From an optimization exercise on the open Yosys and OpenROAD flow, aimed at small area, a short achievable clock period and few clock cycles per item; shortcuts taken in it are not production practice.
Power figures rest on the tool's default switching activity, not on a simulated workload.

## P
## cycling_speed_cadence_packet_top
module cycling_speed_cadence_packet_top (
    input  wire                                  i_clk,
    input  wire                                  i_rst_n,
    input  wire                                  i_in_valid,
    output logic                                 o_in_stall,
    input  wire  [7:0]                           i_data_byte,
    input  wire                                  i_last_byte,
    input  wire  [31:0]                          i_now_ms,
    output logic                                 o_out_valid,
    input  wire                                  i_out_stall,
    output logic [7:0]                           o_speed_kmh,
    output logic [15:0]                          o_cadence_rpm,
    output logic                                 o_zero_interval,
    input  wire                                  psel,
    input  wire                                  penable,
    input  wire                                  pwrite,
    input  wire  [2:0]                           paddr,
    input  wire  [31:0]                          pwdata,
    output logic [31:0]                          prdata,
    output logic                                 pready
);
For scale: about 2500 cells after synthesis, about 0.024 mm2 of cells after synthesis.
Settings: LEC_CHECK=0, CAP_MARGIN=20, CORE_MARGIN=2, CORE_UTILIZATION=40, SETUP_SLACK_MARGIN=5, SLEW_MARGIN=20; clock period 10.0 ns.
run.sh (not shown) runs the stock make flow with config.mk's settings and CLKGATE_MAP_FILE= SYNTH_SCRIPT=/design/flow/synth_recipe.tcl, a recipe that flattens the netlist after the stock synthesis.
For Q, these inputs were changed with respect to P:
--- a/flow/design.v
+++ b/flow/design.v
@@ -78,32 +78,32 @@
     logic [15:0] r_crank;
     logic [31:0] r_prev_wheel;
     logic [15:0] r_prev_crank;
     logic [31:0] r_prev_time;
     logic [31:0] r_dt;           
     logic [48:0] r_sp;           
     logic [49:0] r_cd;           
     logic        r_fast;         
+    logic [3:0]  r_nw, r_nc;     
     logic        r_mul;          
     logic        r_acc;          
     logic        r_acc_c;        
     logic [4:0]  r_bidx;         
     logic        r_bw, r_bc;     
     logic        r_dwb, r_dcb;   
     logic        r_chk;          
     logic [3:0]  r_sdiv;         
     logic [4:0]  r_cdiv;         
     logic        r_busy;         
     logic        r_pend;         
     logic        r_zero;         
     logic        r_out_valid;
     logic        in_acc, commit, out_free, start, start_fast, mul_end;
     logic [3:0]  cs;
-    logic [3:0]  nib_w, nib_c;
     logic [20:0] x_w;
     logic [19:0] x_c;
     assign pready = 1'b1;
     assign prdata = {20'd0, r_circ & {12{~paddr[2]}}};
     assign o_in_stall = r_mul || r_acc || r_pend || ((r_cnt == 4'd10) && r_busy);
     assign in_acc     = i_in_valid && !o_in_stall;
     assign commit     = in_acc && i_last_byte && (r_cnt == 4'd10);
     assign out_free   = !(r_out_valid && i_out_stall);
@@ -159,21 +159,30 @@
         x  = a[15:4];
         y  = ~b[15:4];
         ok = ((x[0] ^ y[0]) == (a[3:0] >= b[3:0]));
         for (int i = 1; i < 12; i++) ok = ok && ((x[i] ^ y[i]) == (x[i-1] | y[i-1]));
         below16_16 = ok;
     endfunction
     always_ff @(posedge i_clk) begin
         r_fast <= below16_32(r_wheel, r_prev_wheel) && below16_16(r_crank, r_prev_crank);
+        r_nw   <= r_wheel[3:0] - r_prev_wheel[3:0];
+        r_nc   <= r_crank[3:0] - r_prev_crank[3:0];
     end
-    assign nib_w = r_wheel[3:0] - r_prev_wheel[3:0];
-    assign nib_c = r_crank[3:0] - r_prev_crank[3:0];
-    assign x_w   = 21'(nib_w) * 21'(r_k);
-    assign x_c   = 20'(nib_c) * 20'(CAD_SCALE);
+    logic [20:0] pp0, pp1, pp2, pp3, m1s, m1c, m2s, m2c;
+    assign pp0 = {4'd0, r_k & {17{r_nw[0]}}};
+    assign pp1 = {3'd0, r_k & {17{r_nw[1]}}, 1'b0};
+    assign pp2 = {2'd0, r_k & {17{r_nw[2]}}, 2'b0};
+    assign pp3 = {1'd0, r_k & {17{r_nw[3]}}, 3'b0};
+    assign m1s = pp0 ^ pp1 ^ pp2;
+    assign m1c = {(pp0[19:0] & pp1[19:0]) | (pp0[19:0] & pp2[19:0]) | (pp1[19:0] & pp2[19:0]), 1'b0};
+    assign m2s = m1s ^ m1c ^ pp3;
+    assign m2c = {(m1s[19:0] & m1c[19:0]) | (m1s[19:0] & pp3[19:0]) | (m1c[19:0] & pp3[19:0]), 1'b0};
+    cscp_bk_add #(21) u_xw (.a(m2s), .b(m2c), .ci(1'b0), .s(x_w), .co());
+    assign x_c = 20'(r_nc) * 20'(CAD_SCALE);
     logic dwb, dcb, acc_end;
     assign dwb     = r_wheel[r_bidx] ^ r_prev_wheel[r_bidx] ^ r_bw;
     assign dcb     = r_crank[r_bidx[3:0]] ^ r_prev_crank[r_bidx[3:0]] ^ r_bc;
     assign acc_end = r_acc && !r_mul;
     always_ff @(posedge i_clk) begin
         if (!i_rst_n) begin
             r_mul   <= 1'b0;
             r_acc   <= 1'b0;
## What came out
Q: done, clean on timing, DRC and antenna. Lower portion of the layout cell area used by non-clock buffers was reported by Q, not P. For P, the startpoint of the worst setup timing path was r_wheel[0]$_SDFFCE_PN0P_, unlike Q, where it was paddr[2]. Changes observed in Q relative to P: sequential cell count of the final layout has increased, overall power of the completed layout rose about 4%. sky130_fd_sc_hd__clkdlybuf4s50_1 as the master of the slowest instance on the critical path was reported by Q, and sky130_fd_sc_hd__fa_1 by P. Diff P and Q: first-pass GRT wire length higher in Q. Portion of the clock cycle consumed by the worst path in the final layout: P and Q compared, lower one is Q. Of the two candidates, P has the worse design area and Q the better one.
No functional check of the RTL was part of any run of this note.

[separate check: timing with driven ports]
How much do the figures lean on ideal ports? The routed layouts below were timed once more, with nothing changed but the port constraints.
Step 1: set_driving_cell puts a clkbuf_16 on i_clk and a buf_2 on each other input, an assumption about the parent block.
Step 2 also shifts input and output timing later by t, the mid clock arrival at the registers, as if the neighbouring blocks saw the same clock.
Three values: no drivers, after step 1, after step 2; two values: the first two.
run | shift t [ns] | setup WS [ns] | worst setup path after step 2 | slew at the worst register clock pin (ns)
P | 0.611 | 5.018 / 5.018 / 4.551 | input to register | 0.06 / 0.06
Q | 0.629 | 5.112 / 5.093 / 4.586 | input to register | 0.06 / 0.06
After both steps setup and hold are still met in every run listed. For Q, which loses most, drivers alone change the setup slack by -0.019 ns; drivers and shift together by -0.526 ns.
